Source: an optimization exercise on an open RTL-to-GDS flow (aim: small area). Production flows keep margins and buffers that such runs may drop. Where RTL was checked, it was by simulation tests only, not by an equivalence proof against the original. Power figures rest on the tool's default switching activity, not on a simulated workload. The flow treats the clock pin as an ideal source, which a real chip does not have.

run a:
==> flow/design.v (excerpt) <==
module sha1_stream_packer
(
  input  logic                 clk,
  input  logic                 reset,
  output logic                 o_tready_in,
  input  logic                 i_tvalid_in,
  input  logic [sha1_stream_pkg::IN_W-1:0]      i_tdata_in,
  input  logic [sha1_stream_pkg::IN_BYTES-1:0]  i_tkeep_in,
  input  logic                 i_tlast_in,
  input  logic                 i_tready_out,
  output logic                 o_tvalid_out,
  output logic [sha1_stream_pkg::OUT_W-1:0]     o_tdata_out,
  output logic [sha1_stream_pkg::OUT_BYTES-1:0] o_tkeep_out,
  output logic                 o_tlast_out
);
  logic [3:0]   r_idx;
  logic         r_done;
  logic         r_clean;       
  logic [511:0] r_data;
  logic [3:0]   r_lkeep;       
  logic         r_last;        
  logic         w_slot_valid, w_slot_free, w_xfer, w_accept, w_tready_in;
  logic [3:0]   w_base_idx;
  logic [3:0]   w_wkeep;
  assign w_slot_free = !w_slot_valid || i_tready_out;
  assign w_xfer      = r_done && w_slot_free;
  assign w_tready_in = !reset && (!r_done || w_slot_free);
  assign w_accept    = i_tvalid_in && w_tready_in;
  assign w_base_idx  = w_xfer ? 4'd0 : r_idx;
  assign w_wkeep     = i_tlast_in ? i_tkeep_in : 4'hF;
  logic w_clr;
  assign w_clr = w_xfer || !r_clean;
  logic [15:0] w_we;
  logic [63:0] w_take;
  always_comb begin
    for (int k = 0; k < 16; k++) begin
      w_we[k] = w_accept && (w_base_idx == k);
      for (int b = 0; b < 4; b++) w_take[4*k+b] = w_we[k] && w_wkeep[b];
    end
  end
  always_ff @(posedge clk) begin
    for (int k = 0; k < 16; k++)
      for (int b = 0; b < 4; b++)
        r_data[32*k+8*b +: 8] <= (r_data[32*k+8*b +: 8] & {8{(k == 0) ? !w_we[0] : !w_clr}})
                               | (i_tdata_in[8*b +: 8] & {8{w_take[4*k+b]}});
    if (w_accept) begin
      r_lkeep <= w_wkeep;
      r_last  <= i_tlast_in;
    end
  end
  ...
Size: ~2600 cells after synthesis, ~1000 flip-flops, roughly 620 I/O pins, roughly 33000 µm² of cells after synthesis.
==> module sha1_beat_slot, before the edit <==
module sha1_beat_slot
(
  input  logic          clk,
  input  logic          reset,
  input  logic          i_load,
  input  logic [511:0]  i_data,
  input  logic [3:0]    i_lane,     
  input  logic [3:0]    i_lkeep,    
  input  logic          i_last,
  input  logic          i_ready,
  output logic          o_valid,
  output logic [511:0]  o_data,
  output logic [63:0]   o_keep,
  output logic          o_last
);
  logic         r_valid;
  logic [511:0] r_data;
  logic [3:0]   r_lane;
  logic [3:0]   r_lkeep;
  logic         r_last;
  always_ff @(posedge clk or posedge reset) begin
    if (reset)            r_valid <= 1'b0;
    else if (i_load)      r_valid <= 1'b1;
    else if (i_ready)     r_valid <= 1'b0;
  end
  logic w_hold;
  assign w_hold = !(i_load || (r_valid && i_ready));
  always_ff @(posedge clk) begin
    r_data <= (r_data & {512{w_hold}}) | (i_data & {512{i_load}});
    if (i_load) begin
      r_lane  <= i_lane;
      r_lkeep <= i_lkeep;
      r_last  <= i_last;
    end
  end
  always_comb begin
    for (int j = 0; j < 16; j++) begin
      for (int b = 0; b < 4; b++) begin
        o_keep[4*j+b] = (j < r_lane) || ((j == r_lane) && r_lkeep[b]);
      end
    end
  end
  assign o_valid = r_valid;
  assign o_data  = r_data;
  assign o_last  = r_last;
endmodule
==> module sha1_stream_packer, before the edit <==
module sha1_stream_packer
(
  input  logic                 clk,
  input  logic                 reset,
  output logic                 o_tready_in,
  input  logic                 i_tvalid_in,
  input  logic [sha1_stream_pkg::IN_W-1:0]      i_tdata_in,
  input  logic [sha1_stream_pkg::IN_BYTES-1:0]  i_tkeep_in,
  input  logic                 i_tlast_in,
  input  logic                 i_tready_out,
  output logic                 o_tvalid_out,
  output logic [sha1_stream_pkg::OUT_W-1:0]     o_tdata_out,
  output logic [sha1_stream_pkg::OUT_BYTES-1:0] o_tkeep_out,
  output logic                 o_tlast_out
);
  logic [3:0]   r_idx;
  logic         r_done;
  logic         r_clean;       
  logic [511:0] r_data;
  logic [3:0]   r_lkeep;       
  logic         r_last;        
  logic         w_slot_valid, w_slot_free, w_xfer, w_accept, w_tready_in;
  logic [3:0]   w_base_idx;
  logic [3:0]   w_wkeep;
  assign w_slot_free = !w_slot_valid || i_tready_out;
  assign w_xfer      = r_done && w_slot_free;
  assign w_tready_in = !reset && (!r_done || w_slot_free);
  assign w_accept    = i_tvalid_in && w_tready_in;
  assign w_base_idx  = w_xfer ? 4'd0 : r_idx;
  assign w_wkeep     = i_tlast_in ? i_tkeep_in : 4'hF;
  logic w_clr;
  assign w_clr = w_xfer || !r_clean;
  logic [15:0] w_we;
  logic [63:0] w_take;
  always_comb begin
    for (int k = 0; k < 16; k++) begin
      w_we[k] = w_accept && (w_base_idx == k);
      for (int b = 0; b < 4; b++) w_take[4*k+b] = w_we[k] && w_wkeep[b];
    end
  end
  always_ff @(posedge clk) begin
    for (int k = 0; k < 16; k++)
      for (int b = 0; b < 4; b++)
        r_data[32*k+8*b +: 8] <= (r_data[32*k+8*b +: 8] & {8{(k == 0) ? !w_we[0] : !w_clr}})
                               | (i_tdata_in[8*b +: 8] & {8{w_take[4*k+b]}});
    if (w_accept) begin
      r_lkeep <= w_wkeep;
      r_last  <= i_tlast_in;
    end
  end
  always_ff @(posedge clk or posedge reset) begin
    if (reset) begin
      r_idx   <= 4'd0;
      r_done  <= 1'b0;
      r_clean <= 1'b0;
    end else begin
      r_clean <= 1'b1;
      if (w_accept) begin
        r_idx  <= w_base_idx + 4'd1;
        r_done <= i_tlast_in || (w_base_idx == 4'd15);
      end else begin
        r_idx  <= w_base_idx;
        r_done <= r_done && !w_xfer;
      end
    end
  end
  sha1_beat_slot u_slot (
    .clk     (clk),
    .reset   (reset),
    .i_load  (w_xfer),
    .i_data  (r_data),
    .i_lane  (r_idx - 4'd1),
    .i_lkeep (r_lkeep),
    .i_last  (r_last),
    .i_ready (i_tready_out),
    .o_valid (w_slot_valid),
    .o_data  (o_tdata_out),
    .o_keep  (o_tkeep_out),
    .o_last  (o_tlast_out)
  );
  assign o_tready_in  = w_tready_in;
  assign o_tvalid_out = w_slot_valid;
endmodule
clock: 5.0 ns
lec_check: 0
cap_margin: 20
core_margin: 2
core_utilization: 60
slew_margin: 20
buffer_ports_args: -buffer_cell sky130_fd_sc_hd__buf_1
cts_args: -sink_clustering_enable -repair_clock_nets -dont_use_dummy_load -buf_list {sky130_fd_sc_hd__clkbuf_16} -root_buf sky130_fd_sc_hd__clkbuf_16 -sink_clustering_size 32 -sink_clustering_max_diameter 90
standard.sh (not shown) runs the stock make flow with config.mk's settings and CLKGATE_MAP_FILE= SYNTH_SCRIPT=/design/flow/synth_recipe.tcl, a recipe that flattens the netlist after the stock synthesis.
==> flow/flow/run.sh <==
#!/bin/bash
# Standard layout, with the port buffers made from the smallest buffer and a leaner clock tree.
set -euo pipefail
cat >> config.mk <<'EOC'
export BUFFER_PORTS_ARGS = -buffer_cell sky130_fd_sc_hd__buf_1
export CTS_ARGS = -sink_clustering_enable -repair_clock_nets -dont_use_dummy_load -buf_list {sky130_fd_sc_hd__clkbuf_16} -root_buf sky130_fd_sc_hd__clkbuf_16 -sink_clustering_size 32 -sink_clustering_max_diameter 90
EOC
bash standard.sh > flow_make.log 2>&1
The flow did not stop early for run a: all stages ran, and the layout cleared the timing, DRC and antenna checks.
Edits applied to the flow inputs when going from run a to run b:
-- flow/design.v --
<<< run a, line 13
  input  logic          i_load,
  input  logic [511:0]  i_data,
  input  logic [3:0]    i_lane,     
  input  logic [3:0]    i_lkeep,    
  input  logic          i_last,
>>> run b, line 13
  input  logic          i_load,
  input  logic [511:0]  i_data,
  input  logic [3:0]    i_cnt,      
  input  logic [3:0]    i_lkeep,    
  input  logic          i_last,
<<< run a, line 24
  logic         r_valid;
  logic [511:0] r_data;
  logic [3:0]   r_lane;
  logic [3:0]   r_lkeep;
  logic         r_last;
>>> run b, line 24
  logic         r_valid;
  logic [511:0] r_data;
  logic [3:0]   r_cnt;
  logic [3:0]   r_lkeep;
  logic         r_last;
<<< run a, line 35
  assign w_hold = !(i_load || (r_valid && i_ready));
  always_ff @(posedge clk) begin
    r_data <= (r_data & {512{w_hold}}) | (i_data & {512{i_load}});
    if (i_load) begin
      r_lane  <= i_lane;
      r_lkeep <= i_lkeep;
      r_last  <= i_last;
    end
  end
  always_comb begin
    for (int j = 0; j < 16; j++) begin
      for (int b = 0; b < 4; b++) begin
        o_keep[4*j+b] = (j < r_lane) || ((j == r_lane) && r_lkeep[b]);
      end
    end
>>> run b, line 35
  assign w_hold = !(i_load || (r_valid && i_ready));
  always_ff @(posedge clk) begin
    r_data  <= (r_data  & {512{w_hold}}) | (i_data  & {512{i_load}});
    r_cnt   <= (r_cnt   & {4{w_hold}})   | (i_cnt   & {4{i_load}});
    r_lkeep <= (r_lkeep & {4{w_hold}})   | (i_lkeep & {4{i_load}});
    r_last  <= (r_last  & w_hold)        | (i_last  & i_load);
  end
  logic [3:0] w_lane;
  assign w_lane = r_cnt - 4'd1;
  always_comb begin
    for (int j = 0; j < 16; j++) begin
      for (int b = 0; b < 4; b++) begin
        o_keep[4*j+b] = (j < w_lane) || ((j == w_lane) && r_lkeep[b]);
      end
    end
<<< run a, line 96
    for (int k = 0; k < 16; k++)
      for (int b = 0; b < 4; b++)
        r_data[32*k+8*b +: 8] <= (r_data[32*k+8*b +: 8] & {8{(k == 0) ? !w_we[0] : !w_clr}})
                               | (i_tdata_in[8*b +: 8] & {8{w_take[4*k+b]}});
    if (w_accept) begin
      r_lkeep <= w_wkeep;
      r_last  <= i_tlast_in;
    end
  end
  always_ff @(posedge clk or posedge reset) begin
>>> run b, line 96
    for (int k = 0; k < 16; k++)
      for (int b = 0; b < 4; b++)
        r_data[32*k+8*b +: 8] <= (r_data[32*k+8*b +: 8] & {8{(k == 0) ? !(w_we[0] || w_clr) : !w_clr}})
                               | (i_tdata_in[8*b +: 8] & {8{w_take[4*k+b]}});
    r_lkeep <= (r_lkeep & {4{!(w_accept || w_clr)}}) | (w_wkeep & {4{w_accept}});
    r_last  <= (r_last & !(w_accept || w_clr)) | (i_tlast_in & w_accept);
  end
  always_ff @(posedge clk or posedge reset) begin
<<< run a, line 124
    .i_load  (w_xfer),
    .i_data  (r_data),
    .i_lane  (r_idx - 4'd1),
    .i_lkeep (r_lkeep),
    .i_last  (r_last),
>>> run b, line 122
    .i_load  (w_xfer),
    .i_data  (r_data),
    .i_cnt   (r_idx),
    .i_lkeep (r_lkeep),
    .i_last  (r_last),
Findings:
| fraction of the cycle the final worst path needs | lower: run a |. | via count of the first global-routing pass | run b vs run a | 287 higher |. | area of all placed cells without fillers | run b vs run a | ≈ equal |. Post-detailed-placement half-perimeter wirelength: lower on run a. Run b vs. run a: power in combinational cells rose about 15%; share of total power consumed by net switching saw an increase; fraction of power consumed by combinational cells went up by 1.7 points. The maximum frequency from static timing analysis of run b was inferior to that of run a. Overall track demand over capacity in global routing ends up higher on run b.
For run b, only the layout was checked, not whether the RTL still works.

afterwards: timing with drivers on the ports:
The results above use ideal ports. As a check the final layouts listed here were re-extracted and re-timed, cells and wires unchanged.
Step 1, drivers: a clkbuf_16 drives clk and a buf_2 each remaining input, both assumed.
Step 2 also shifts input and output timing later by t, the mid clock arrival at the registers, as if the neighbouring blocks saw the same clock.
Slacks: no drivers / after step 1 / after step 2; pairs: no drivers / after step 1.
| run | t (ns) | slack for setup (ns) | worst hold slack (ns) | cell pins on the clock port's net |
|---|---|---|---|---|
| run a | 0.665 | 1.066 / 1.002 / 1.127 | 0.400 / 0.398 / 0.429 | 1 |
| run b | 0.659 | 0.981 / 0.918 / 1.576 | 0.340 / 0.348 / 0.463 | 1 |
After both steps setup and hold are still met in every run listed.
